Context: an optimization exercise on an open-source flow, tuned for small area, a short achievable clock period and few clock cycles. The choices shown serve that exercise and are no tape-out recipe.
Only simulation tests tie the RTL to the original design; equivalence was not proved.
Power figures rest on the tool's default switching activity, not on a simulated workload.

==> inputs of zinc <==
Design conv_top, start of the top module:
module conv_top (
    input  logic        clk,
    input  logic        rst_n,
    input  logic [11:0] paddr,
    input  logic        psel,
    input  logic        penable,
    input  logic        pwrite,
    input  logic [31:0] pwdata,
    output logic [31:0] prdata,
    output logic        pready,
    output logic        pslverr
);
    logic        feat_we;
    logic [5:0]  feat_addr;
    logic [7:0]  feat_data;
    logic [8:0]  pos;
    logic [8:0]  neg;
    logic [3:0]  nneg;
    logic        step;
    logic        first;
    logic [7:0]  bsel;
    logic [35:0] sel_oh;
    logic [3:0]  nneg_snap;
    logic [14:0] booth;
    logic        rd_res;
    logic [17:0] misc;
    logic [20:0] rdata;
    logic        rsign;
    logic [63:0] pbits;
    logic [36*12-1:0] sums;
    conv_regs u_regs (
        .clk        (clk),
        .rst_n      (rst_n),
        .paddr      (paddr),
        .psel       (psel),
        .penable    (penable),
        .pwrite     (pwrite),
        .pwdata     (pwdata),
        .prdata     (prdata),
        .pready     (pready),
        .pslverr    (pslverr),
        .feat_we    (feat_we),
        .feat_addr  (feat_addr),
        .feat_data  (feat_data),
        .pos        (pos),
        .neg        (neg),
        .nneg       (nneg),
        .step       (step),
        .first      (first),
        .bsel       (bsel),
        .sel_oh     (sel_oh),
        .nneg_snap  (nneg_snap),
        .booth      (booth),
        .rd_res     (rd_res),
        .misc       (misc),
        .rdata      (rdata),
        .rsign      (rsign)
    );
    feature_scan u_scan (
        .clk    (clk),
        .we     (feat_we),
        .waddr  (feat_addr),
        .wdata  (feat_data),
        .bsel   (bsel),
        .pbits  (pbits)
    );
    ternary_mac u_mac (
        .clk     (clk),
        .pbits   (pbits),
        .pos     (pos),
        .neg     (neg),
        .nneg    (nneg),
        .step    (step),
        .first   (first),
        .sums    (sums)
    );
    window_buffer u_rd (
        .clk        (clk),
        .sums       (sums),
  ...
==> flow/config.mk <==
export PLATFORM = sky130hd
export DESIGN_NAME = conv_top
export DESIGN_NICKNAME = conv_top
export VERILOG_FILES = /design/flow/design.v
export SDC_FILE = /design/flow/constraint.sdc
export NUM_CORES = 4
export LEC_CHECK = 0
export CAP_MARGIN = 20
export CORE_MARGIN = 2
export CORE_UTILIZATION = 70
export SLEW_MARGIN = 20
==> flow/constraint.sdc <==
create_clock -name core_clock -period 12.5 [get_ports {clk}]
set_input_delay 2.5000 -clock core_clock [delete_from_list [all_inputs] [get_ports {clk}]]
set_output_delay 2.5000 -clock core_clock [all_outputs]
set_load 0.01 [all_outputs]
standard.sh (not shown) runs the stock make flow with config.mk's settings and CLKGATE_MAP_FILE= SYNTH_SCRIPT=/design/flow/synth_recipe.tcl, a recipe that flattens the netlist after the stock synthesis.
==> flow/flow/run.sh <==
#!/bin/bash
set -euo pipefail
SETUP_MARGIN=8.7
bash standard.sh SETUP_SLACK_MARGIN=$SETUP_MARGIN MATCH_CELL_FOOTPRINT=0 \
    "BUFFER_PORTS_ARGS=-buffer_cell sky130_fd_sc_hd__buf_4" finish > orfs_make.log 2>&1
==> inputs of onyx, as changes to zinc <==
--- a/flow/config.mk
+++ b/flow/config.mk
@@ -5,7 +5,9 @@
 export SDC_FILE = /design/flow/constraint.sdc
 export NUM_CORES = 4
 export LEC_CHECK = 0
 export CAP_MARGIN = 20
 export CORE_MARGIN = 2
 export CORE_UTILIZATION = 70
+export CTS_CLUSTER_DIAMETER = 70
+export CTS_CLUSTER_SIZE = 25
 export SLEW_MARGIN = 20
==> inputs of amber, as changes to zinc <==
--- a/flow/design.v
+++ b/flow/design.v
@@ -85,22 +85,22 @@
     logic        done;
     logic        run_q;
     logic        first_q;
     logic [7:0]  boh;
     logic [5:0]  ptr;
     logic        w1;
-    logic        w2;
     logic        rdy_q;
     logic        acc_q;
     logic        wr_q;
     logic        ctrl_q;
     logic        wts_q;
     logic        scl_q;
     logic        feat_q;
     logic        err_q;
     logic [5:0]  idx_q;
+    logic [7:0]  pw_q;
     logic setup;
     logic a_ctrl, a_status, a_wts, a_scl, a_feat, a_res, mapped;
     logic finishing;
     logic [17:0] misc_d;
     assign setup    = psel && !penable;
     assign a_ctrl   = (paddr == 12'h000);
@@ -132,25 +132,26 @@
         ctrl_q    <= a_ctrl;
         wts_q     <= a_wts;
         scl_q     <= a_scl;
         feat_q    <= a_feat;
         err_q     <= !mapped || (a_res && pwrite);
         idx_q     <= paddr[7:2];
+        pw_q      <= pwdata[7:0];
     end
     assign rd_res = a_res && !pwrite;
     assign misc   = misc_d;
     assign pready  = rdy_q;
     assign pslverr = err_q;
     assign prdata  = {{6{rsign}}, {5{rdata[20]}}, rdata};
     logic wcommit;
     logic start_now;
     assign wcommit   = acc_q && wr_q;
     assign start_now = setup && a_ctrl && pwrite && pwdata[0] && !(busy && !finishing);
     assign feat_we   = wcommit && feat_q && !busy;
     assign feat_addr = idx_q;
-    assign feat_data = pwdata[7:0];    
+    assign feat_data = pw_q;
     assign step   = run_q;
     assign first  = first_q;
     assign bsel   = boh;
     always_ff @(posedge clk)
         nneg <= 4'(neg[0]) + 4'(neg[1]) + 4'(neg[2]) + 4'(neg[3]) + 4'(neg[4])
               + 4'(neg[5]) + 4'(neg[6]) + 4'(neg[7]) + 4'(neg[8]);
@@ -234,30 +235,32 @@
             end
         end
     end
     always_ff @(posedge clk)
     begin
         acc_q <= setup;
-        if (first_q)
+        if (start_now)
         begin
             ptr    <= '0;
             sel_oh <= 36'b1;
         end
-        else if (w1)
-        begin
-            ptr    <= idx_q;
-            sel_oh <= 36'b1 << idx_q;
-        end
         else if (res_rd)
         begin
-            ptr    <= (ptr == 6'd35) ? 6'd0 : ptr + 6'd1;
-            sel_oh <= {sel_oh[34:0], sel_oh[35]};
+            if (hit)
+            begin
+                ptr    <= (ptr == 6'd35) ? 6'd0 : ptr + 6'd1;
+                sel_oh <= {sel_oh[34:0], sel_oh[35]};
+            end
+            else
+            begin
+                ptr    <= paddr[7:2];
+                sel_oh <= 36'b1 << paddr[7:2];
+            end
         end
         w1    <= res_rd && !hit;
-        w2    <= w1;
-        rdy_q <= !((res_rd && !hit) || w1 || w2);
+        rdy_q <= !((res_rd && !hit) || w1);
     end
 endmodule
 module feature_scan (
     input  logic        clk,
     input  logic        we,
     input  logic [5:0]  waddr,
@@ -295,79 +298,16 @@
     begin
         sel = '0;
         for (int k = 0; k < 36; k++)
             sel = sel | (sums[k*12 +: 12] & {12{sel_oh[k]}});
     end
     assign v = {5'({1'b0, sel[11:8]} - {1'b0, nneg_snap}), sel[7:0]};
-    logic [14:0] v1, v2;
-    assign v1 = {{2{v[12]}}, v};
-    assign v2 = {v[12], v, 1'b0};
-    logic [14:0] t3g0, t3p0, v3;
-    assign t3g0 = v1 & v2;
-    assign t3p0 = v1 ^ v2;
-    logic [14:0] t3g1, t3p1;
-    for (genvar b = 0; b < 15; b++)
-    begin : g_t30
-        if (b >= 1)
-        begin : g_op
-            assign t3g1[b] = t3g0[b] | (t3p0[b] & t3g0[b-1]);
-            assign t3p1[b] = t3p0[b] & t3p0[b-1];
-        end
-        else
-        begin : g_pass
-            assign t3g1[b] = t3g0[b];
-            assign t3p1[b] = t3p0[b];
-        end
-    end
-    logic [14:0] t3g2, t3p2;
-    for (genvar b = 0; b < 15; b++)
-    begin : g_t31
-        if (b >= 2)
-        begin : g_op
-            assign t3g2[b] = t3g1[b] | (t3p1[b] & t3g1[b-2]);
-            assign t3p2[b] = t3p1[b] & t3p1[b-2];
-        end
-        else
-        begin : g_pass
-            assign t3g2[b] = t3g1[b];
-            assign t3p2[b] = t3p1[b];
-        end
-    end
-    logic [14:0] t3g3, t3p3;
-    for (genvar b = 0; b < 15; b++)
-    begin : g_t32
-        if (b >= 4)
-        begin : g_op
-            assign t3g3[b] = t3g2[b] | (t3p2[b] & t3g2[b-4]);
-            assign t3p3[b] = t3p2[b] & t3p2[b-4];
-        end
-        else
-        begin : g_pass
-            assign t3g3[b] = t3g2[b];
-            assign t3p3[b] = t3p2[b];
-        end
-    end
-    logic [14:0] t3g4, t3p4;
-    for (genvar b = 0; b < 15; b++)
-    begin : g_t33
-        if (b >= 8)
-        begin : g_op
-            assign t3g4[b] = t3g3[b] | (t3p3[b] & t3g3[b-8]);
-            assign t3p4[b] = t3p3[b] & t3p3[b-8];
-        end
-        else
-        begin : g_pass
-            assign t3g4[b] = t3g3[b];
-            assign t3p4[b] = t3p3[b];
-        end
-    end
-    assign v3 = t3p0 ^ {t3g4[13:0], 1'b0};
     always_ff @(posedge clk)
     begin
         p1 <= v;
-        p3 <= v3;
+        p3 <= {{2{v[12]}}, v} + {v[12], v, 1'b0};
     end
     logic [14:0] pp0;
     logic [14:0] pp1;
     logic [14:0] pp2;
     logic [14:0] m1, m2, m4;
     assign m1 = {{2{p1[12]}}, p1};
==> flow/flow/run.sh (replaced) <==
#!/bin/bash
set -euo pipefail
SETUP_MARGIN=9.0
bash standard.sh SETUP_SLACK_MARGIN=$SETUP_MARGIN MATCH_CELL_FOOTPRINT=0 \
    "BUFFER_PORTS_ARGS=-buffer_cell sky130_fd_sc_hd__buf_4" finish > orfs_make.log 2>&1
==> flow/config.mk (replaced) <==
export PLATFORM = sky130hd
export DESIGN_NAME = conv_top
export DESIGN_NICKNAME = conv_top
export VERILOG_FILES = /design/flow/design.v
export SDC_FILE = /design/flow/constraint.sdc
export NUM_CORES = 4
export LEC_CHECK = 0
export CAP_MARGIN = 20
export CORE_MARGIN = 2
export CORE_UTILIZATION = 75
export SLEW_MARGIN = 20
==> notes <==
- amber went through all stages and came out clean. onyx finished clean. zinc completed without violations.
- Against amber, the sequential cell count of zinc is lower by 7.
- Combinational power, highest first: amber, onyx, zinc.
- Synthesized cell count is the same in onyx and zinc.
- Worst hold slack: onyx > amber > zinc.
- Clock power: amber > zinc > onyx.
- Between zinc and amber, the lower critical path depth is in zinc (gap 4).
- Clock skew: onyx < zinc < amber.
==> figures <==
metric                                                                     onyx      amber       zinc
Required time at the worst-slack endpoint                              13.05 ns   13.03 ns   13.16 ns
Clock group power                                                       2.48 mW    3.72 mW    3.64 mW
Global-route met1 utilization                                             51.6%      55.3%      51.5%
Number of vias after detailed routing                                    38,982     41,992     39,604
Share of the synthesized netlist area taken by xor and xnor gates        0.946%     0.975%     0.946%
Wire length the detailed router placed on met1                          60.6 mm    59.1 mm    60.4 mm
Run status                                     no timing/DRC/antenna violations  no timing/DRC/antenna violations  no timing/DRC/antenna violations
Final total power                                                       7.40 mW    10.4 mW    8.55 mW
Clock network power share                                                 33.6%      35.7%      42.6%
Internal portion of total power                                         5.74 mW    7.48 mW    6.72 mW
Fmax                                                                  0.262 GHz  0.221 GHz  0.265 GHz
Share of final layout cell area taken by clock buffers and inverters      3.27%      5.90%      5.94%
Number of global-route vias before repair                                37,361     40,549     38,134
Logic depth of the worst register-to-register path                           13         14         12
Global Route Usage Sum                                                    38.1%      42.2%      38.9%
Testbench counts of zinc, summed over its fixed seeds: cycles 10,272.
Testbench counts of onyx, summed over its fixed seeds: cycles 10,272.
Testbench counts of amber, summed over its fixed seeds: cycles 10,272.

what the ideal ports hide:
In the flow no input, the clock included, has a driving cell. The finished layouts below were timed again as built, in two steps.
Step 1, drivers: a clkbuf_16 drives clk and a buf_2 each remaining input, both assumed.
Step 2, shift: input delay + t, output delay - t, t = (earliest + latest rising clock arrival at the registers) / 2. This alone moves slack from input paths to output paths.
Three values: ideal ports, drivers, drivers and shift; two values: the first two.
| run | shift t [ns] | setup slack, ns | latest minus earliest clock arrival (ns) | slew at the worst register clock pin (ns) | worst slew at a driven data input, ns |
|---|---|---|---|---|---|
| zinc | 0.774 | 8.730 / 8.687 / 7.999 | 0.031 / 0.031 | 0.07 / 0.07 | 0.06 |
| onyx | 0.712 | 8.682 / 8.684 / 8.013 | 0.034 / 0.033 | 0.11 / 0.11 | 0.05 |
| amber | 0.786 | 7.983 / 8.017 / 7.230 | 0.060 / 0.061 | 0.07 / 0.07 | 0.06 |
After both steps setup and hold are still met in every run listed. For amber, which loses most, drivers alone change the setup slack by +0.034 ns; drivers and shift together by -0.753 ns.
